Source: an optimization exercise on an open RTL-to-GDS flow (aim: small area, a short achievable clock period and few clock cycles). Production flows keep margins and buffers that such runs may drop. In this exercise RTL edits were held to simulation tests only and were not proved equivalent to the original. Power figures rest on the tool's default switching activity, not on a simulated workload.

[flow/run.sh]
#!/bin/bash
# synth_recipe.tcl (not shown) runs the flow's synth.tcl, then flattens the netlist and writes it again
# the make line also repeats each setting of config.mk as NAME=value (left out here)
make -C /OpenROAD-flow-scripts/flow DESIGN_CONFIG=/design/flow/config.mk WORK_HOME=/design/flow/orfs CLKGATE_MAP_FILE= SYNTH_SCRIPT=/design/flow/synth_recipe.tcl finish
[flow/constraint.sdc]
create_clock -name core_clock -period 4.5 [get_ports {clk_i}]
set_input_delay 0.9000 -clock core_clock [delete_from_list [all_inputs] [get_ports {clk_i}]]
set_output_delay 0.9000 -clock core_clock [all_outputs]
set_load 0.01 [all_outputs]
[flow/config.mk]
export PLATFORM = sky130hd
export DESIGN_NAME = signed_int_to_decimal_ascii_top
export DESIGN_NICKNAME = signed_int_to_decimal_ascii_top
export VERILOG_FILES = /design/flow/design.v
export SDC_FILE = /design/flow/constraint.sdc
export NUM_CORES = 4
export LEC_CHECK = 0
export CAP_MARGIN = 20
export CORE_MARGIN = 2
export CORE_UTILIZATION = 40
export SLEW_MARGIN = 20
[flow/design.v]
`timescale 1ns / 1ps
package sitda_pkg;
  localparam int unsigned VALUE_BITS_DEF = 32;
  localparam int unsigned CHAR_W         = 8;
  localparam int unsigned BCD_W          = 38;
  function automatic logic [BCD_W-1:0] dabble4(input logic [BCD_W-1:0] b,
                                               input logic [3:0] n);
    logic [BCD_W+3:0] r;
    r = {b, n};
    for (int s = 0; s < 4; s++) begin
      for (int d = 0; d < 9; d++) begin
        if (r[4 + 4*d +: 4] >= 4'd5) begin
          r[4 + 4*d +: 4] = r[4 + 4*d +: 4] + 4'd3;
        end
      end
      r = r << 1;
    end
    dabble4 = r[BCD_W+3:4];
  endfunction
endpackage
`timescale 1ns / 1ps
module signed_int_to_decimal_ascii_top #(
  parameter int unsigned VALUE_BITS = sitda_pkg::VALUE_BITS_DEF
) (
  input  logic                         clk_i,
  input  logic                         rst_ni,
  input  logic                         in_valid_i,
  output logic                         in_ready_o,
  input  logic signed [VALUE_BITS-1:0] value_i,
  output logic                         out_valid_o,
  input  logic                         out_ready_i,
  output logic [sitda_pkg::CHAR_W-1:0] char_code_o,
  output logic                         last_char_o
);
  localparam int unsigned BcdW = sitda_pkg::BCD_W;
  logic        f_act_q;       
  logic [2:0]  fj_q;
  logic        f_acc_q;       
  logic        nib_v_q;
  logic [3:0]  nib_q;
  logic        nib_first_q;
  logic        nib_last_q;
  logic        nib_neg_q;
  logic            cact_q;    
  logic            cdone_q;   
  logic            cneg_q;
  logic [BcdW-1:0] bcd_q;
  logic            ebusy_q;
  logic            efirst_q;  
  logic            enegp_q;   
  logic [3:0]      pos_q;
  logic [BcdW-1:0] dig_q;
  logic            sd_q;      
  logic            oval_q;
  logic [4:0]      ochr_q;    
  logic            olast_q;
  logic        neg;
  logic [31:0] u;
  logic [7:0]  zlow;
  logic [3:0]  mag_nib [8];
  logic [7:0]  flag;
  logic [2:0]  jstart;
  logic [2:0]  fsel;
  logic [3:0]  fnib;
  assign neg = value_i[VALUE_BITS-1];
  assign u   = value_i ^ {32{neg}};
  always_comb begin
    zlow[0] = 1'b1;
    for (int j = 1; j < 8; j++) begin
      zlow[j] = zlow[j-1] && (value_i[4*j-4 +: 4] == 4'd0);
    end
    for (int j = 0; j < 8; j++) begin
      mag_nib[j] = u[4*j +: 4] + {3'd0, neg && zlow[j]};
    end
    flag[0] = 1'b1;
    for (int j = 1; j < 8; j++) begin
      flag[j] = (u[4*j +: 4] != 4'd0) || (neg && (u[4*j-4 +: 4] == 4'hF));
    end
    jstart = 3'd0;
    for (int j = 1; j < 8; j++) begin
      if (flag[j]) jstart = 3'(j);
    end
  end
  assign fsel = f_act_q ? fj_q : jstart;
  assign fnib = mag_nib[fsel];
  logic [3:0] top_dig;
  logic [3:0] epos;
  logic [3:0] edig;
  logic       take;
  logic       e_last;
  logic       e_free;
  logic       emit_now;
  always_comb begin
    top_dig = 4'd0;
    for (int d = 1; d < 10; d++) begin
      if (d == 9) begin
        if (dig_q[36 +: 2] != 2'd0) top_dig = 4'd9;
      end else if (dig_q[4*d +: 4] != 4'd0) begin
        top_dig = 4'(d);
      end
    end
  end
  assign epos = efirst_q ? top_dig : pos_q;
  always_comb begin
    edig = 4'd0;
    for (int d = 0; d < 10; d++) begin
      if (epos == 4'(d)) begin
        if (d == 9) edig = {2'd0, dig_q[36 +: 2]};
        else        edig = dig_q[4*d +: 4];
      end
    end
  end
  assign take     = !oval_q || out_ready_i;
  assign emit_now = ebusy_q && take;
  assign e_last   = !enegp_q && (epos == 4'd0);
  assign e_free   = !ebusy_q || (take && e_last);
  logic            step;
  logic            handoff;
  logic            direct;
  logic [BcdW-1:0] bcd_in;
  logic [BcdW-1:0] bcd_nx;
  logic            p_valid;
  logic            p_neg;
  logic            sign_early;
  assign step    = nib_v_q && (!cdone_q || e_free);
  assign handoff = e_free && (cdone_q || (step && nib_last_q));
  assign direct  = handoff && !cdone_q;
  assign bcd_in  = nib_first_q ? '0 : bcd_q;
  assign bcd_nx  = sitda_pkg::dabble4(bcd_in, nib_q);
  assign p_valid = cdone_q || cact_q || (nib_v_q && nib_first_q);
  assign p_neg   = (cdone_q || cact_q) ? cneg_q : nib_neg_q;
  assign sign_early = 1'b0;
  logic fetch_ok_reg;
  logic fetch;
  logic f_is_last;
  assign fetch_ok_reg = !nib_v_q || !cdone_q;
  assign in_ready_o   = f_acc_q || (f_act_q && (fj_q == 3'd0) && fetch_ok_reg);
  assign f_is_last    = f_act_q && (fj_q == 3'd0);
  assign fetch        = in_valid_i && !f_acc_q &&
                        (f_is_last ? fetch_ok_reg : (!nib_v_q || step));
  always_ff @(posedge clk_i or negedge rst_ni) begin
    if (!rst_ni) begin
      f_act_q <= 1'b0;
      f_acc_q <= 1'b0;
      nib_v_q <= 1'b0;
      cact_q  <= 1'b0;
      cdone_q <= 1'b0;
      ebusy_q <= 1'b0;
      sd_q    <= 1'b0;
      oval_q  <= 1'b0;
    end else begin
      if (f_acc_q && in_valid_i) begin
        f_acc_q <= 1'b0;
      end else if (fetch) begin
        if (!f_act_q) begin
          if (jstart == 3'd0) begin
            f_acc_q <= 1'b1;
          end else begin
            f_act_q <= 1'b1;
          end
        end else if (fj_q == 3'd0) begin
          f_act_q <= 1'b0;
        end
      end
      if (fetch) begin
        nib_v_q <= 1'b1;
      end else if (step) begin
        nib_v_q <= 1'b0;
      end
      if (step) begin
        cact_q <= !nib_last_q;
      end
      if (step && nib_last_q && !direct) begin
        cdone_q <= 1'b1;
      end else if (handoff && cdone_q) begin
        cdone_q <= 1'b0;
      end
      if (handoff) begin
        ebusy_q <= 1'b1;
      end else if (emit_now && e_last) begin
        ebusy_q <= 1'b0;
      end
      if (handoff) begin
        sd_q <= 1'b0;
      end else if (sign_early) begin
        sd_q <= 1'b1;
      end
      if (take) begin
        oval_q <= emit_now || sign_early;
      end
    end
  end
  always_ff @(posedge clk_i) begin
    if (fetch) begin
      nib_q       <= fnib;
      nib_first_q <= !f_act_q;
      nib_last_q  <= f_act_q ? (fj_q == 3'd0) : (jstart == 3'd0);
      nib_neg_q   <= neg;
      fj_q        <= fsel - 3'd1;
    end
    if (step) begin
      if (!(nib_last_q && direct)) begin
        bcd_q <= bcd_nx;
      end
      if (nib_first_q) begin
        cneg_q <= nib_neg_q;
      end
    end
    if (handoff) begin
      dig_q    <= cdone_q ? bcd_q : bcd_nx;
      efirst_q <= 1'b1;
      enegp_q  <= p_neg && !sd_q;
    end else if (emit_now) begin
      if (enegp_q) begin
        enegp_q <= 1'b0;
      end else begin
        efirst_q <= 1'b0;
        pos_q    <= epos - 4'd1;
      end
    end
    if (take) begin
      if (emit_now) begin
        ochr_q  <= enegp_q ? 5'h0D : {1'b1, edig};
        olast_q <= e_last;
      end else begin
        ochr_q  <= 5'h0D;
        olast_q <= 1'b0;
      end
    end
  end
  assign out_valid_o = oval_q;
  assign char_code_o = {3'b001, ochr_q};
  assign last_char_o = olast_q;
endmodule
==> key figures <==
Worst setup path
  – Worst-path maximum fanout: 4
  – CP arrival: 5160 ps
  – CP delay by family, top: simple AND/OR/NAND/NOR gates
  – Crit. End Element: flip-flop
  – Crit-path slowest cell: edfxtp_1
  – Max incr delay on CP: 510 ps
  – Buffers & Inverters on Critical Path: 6
  – CP Class: flip-flop to flip-flop
  – WP data required: 4610 ps
  – Worst setup SP type: flip-flop

STA
  – Fin. Hold Viols: 0
  – Hold Slack: 473 ps
  – Maximum clock rate: 198 MHz
  – RSZ-0062 raised after global routing: true
  – Worst slew pin tran: 723 ps
  – Final Max Slew Viols: 0
  – Setup Skew: 7.64 ps
  – Setup WS post-layout: -546 ps
  – Final period utilization: 1.12
  – Minimum clock period after layout: 5050 ps
  – Relative slew slack: 0.518
  – Final setup viols: 57

Power
  – Worst vdd ir: 0.000850 V
  – Pleak: 6.67 nW
  – Power Density: 942 mW/mm2
  – Total power: 0.0154 W

Floorplanning
  – Die Y-Extent: 167 um
  – # IOs: 47
  – Initial core utilization: 0.407
  – Die footprint: 0.0277 mm2
  – Die X: 167 um
  – Num rows: 59
  – Core box area: 0.0260 mm2

Clock tree
  – CTS tree: done
  – Clk sinks: 106
  – H-tree depth: 3
  – Root Driver: clkbuf_16
  – CTS Buffer Depth: 2
  – Cts bufs inserted: 9
  – Worst-path clk slew: 70 ps
  – Hold Buf Count CTS: 0
  – Clock latency (worst-skew pair): 360 ps

Finish
  – Ant diodes: 0
  – Area of the multi-input gates: 0.00916 mm2
  – Ratio of cells with drive above 1 in the final layout: 0.491
  – Commonest non-fill, non-tap cell in the layout: buf_4
  – Seq. cell area: 0.00314 mm2
  – Commonest cells after routing, fill and taps aside: buf_4 (275), edfxtp_1 (98), nand2_1 (78)
  – # nets final: 1611
  – P&R area growth vs syn: 54.6%
  – Final instance area: 0.0163 mm2
  – Fill count: 2046

Logic synthesis
  – Mapped Area: 0.0106 mm2
  – Syn avg cell area: 9.28 um2
  – Synth top area share: 0.278
  – Number of synthesized flops with an enable pin: 98
  – Largest cells by area after synthesis: edfxtp_1 (28%), ha_1 (12%), mux2_2 (5.1%)
  – Area leader, netlist: edfxtp_1
  – Cells after synthesis: 1139
  – Post-synthesis register bit count: 106
  – Synth unique cells: 93
  – Post-synthesis sequential area ratio: 0.297
  – Synth warnings: 2
  – Asr flop ratio synth: 0.0660
  – Main synth FF type: edfxtp_1

Run status
  – Status: failed layout checks
  – Blocking Checks: negative setup slack

GRT
  – GRT Total Usage: 0.195
  – Largest net degree at the start of global routing: 39
  – Vias in the first global route: 9587
  – Total grt overflow: 0
  – Antenna violations before repair: 0
  – First-pass GRT wire length: 45.3 mm

Placed design
  – # port buffers: 43
  – Placed inst area: 0.0132 mm2
  – Hpwl dp: 19.7 mm
  – Gpl congestion: 0.874

Routing
  – Final antenna-violating net count: 0
  – Vias: 9731
  – Vias per cell: 5.36
  – Wire per inst: 16.1 um
  – DRT iter0 DRCs: 559
  – Final wirelength: 29.2 mm
  – DR pass1 iterations: 5
  – DRC viols: 0

Worst hold path
  – Worst hold path type: flip-flop to flip-flop

Job
  – Max cap viols: 0
==> sequential cells by signal (all words and copies together), names as in the netlist, 3 cells and up <==
register,flops
ochr_q,5
pos_q,4
nib_q,4
dig_q,38
bcd_q,38
fj_q,3
==> power by group <==
| group | total (W) | switching (W) | internal [W] |
|---|---|---|---|
| clock | 0.000806 | 0.000363 | 0.000443 |
| combinational | 0.0128 | 0.00580 | 0.00704 |
| sequential | 0.00175 | 0.000166 | 0.00158 |
==> area by class of cell <==
class,count,area share
Clock inverter,5,0.00191
Tap cell,335,0.0257
Multi-Input combinational cell,916,0.560
Sequential cell,106,0.192
Inverter,83,0.0195
Clock buffer,11,0.0168
Timing Repair Buffer,361,0.184
==> kinds of logic (layout without fill, tap and decap cells) <==
| group | Yosys count | count (layout) | share of synthesized area |
|---|---|---|---|
| compound gates | 264 | 264 | 0.179 |
| xor+xnor | 72 | 72 | 0.0604 |
| other cells | 2 | 3 | 0.000711 |
| simple gates | 373 | 373 | 0.186 |
| mux | 105 | 105 | 0.114 |
| buf+inv | 118 | 460 | 0.0461 |
| flops | 106 | 106 | 0.297 |
| fa+ha+maj | 99 | 99 | 0.117 |
==> metrics by stage <==
step	TNS [ps]	cells	utilization	setup slack [ps]
4_1_cts	-5480	1784	0.585	-328
6_report	-11720	1817	0.629	-546
3_5_place_dp	-16860	1696	0.509	-562
3_3_place_gp	-9690	1696	0.509	-449
5_1_grt	-23200	1817	0.629	-708
2_1_floorplan	-11260	1140	-	-565
==> per-layer routing <==
metal,share of wire,global-route usage
met5,0,0
met3,0.022,0.0195
met2,0.52,0.353
met1,0.44,0.248
met4,0.019,0.0491
==> cell usage after synthesis (15+ instances only) <==
cell       n
nor2b_1   33
mux2_2    48
inv_1     78
ha_1      98
o21ai_0   51
mux2i_1   39
edfxtp_1  98
xor2_1    29
a21oi_1   56
xnor2_1   42
nand2b_1  45
nor3_1    26
a211oi_1  15
nor2_1    67
nand3_1   20
nand2_1   96
==> final timing paths <==
kind,slack [ps],cells after the start,to,from
hold / removal,470,0,cneg_q,nib_neg_q
setup / recovery,-550,27,dig_q[18],nib_first_q
hold reg to reg,470,0,cneg_q,nib_neg_q
min in group asynchronous,800,1,f_acc_q,rst_ni
max in group asynchronous,3470,1,ebusy_q,rst_ni
setup reg to reg,-550,27,dig_q[18],nib_first_q
==> what timing repair did <==
action                     in CTS  in global routing
pin swaps                     108                 88
setup buffers                  77                 46
gates resized for setup       233                169
setup endpoints to repair      65                157
Testbench counts, summed over its fixed seeds: cycles 74,798.

[port drivers added, routing unchanged]
In the flow no input, the clock included, has a driving cell. The finished layout below was timed again as built, in two steps.
Step 1, drivers: a clkbuf_16 drives clk_i and a buf_2 each remaining input, both assumed.
Step 2, shift: input delay + t, output delay - t, t = (earliest + latest rising clock arrival at the registers) / 2. This alone moves slack from input paths to output paths.
a / b / c = ideal ports / drivers / drivers and shift; a / b = the first two.
t, ns: 0.397
setup WS [ns]: -0.546 / -0.546 / -0.546
worst hold slack (ns): 0.473 / 0.473 / 0.473
worst setup path after step 2: register to register
worst register clock-pin slew, ns: 0.07 / 0.07
For this run, drivers alone change the setup slack by 0.000 ns; drivers and shift together by 0.000 ns.
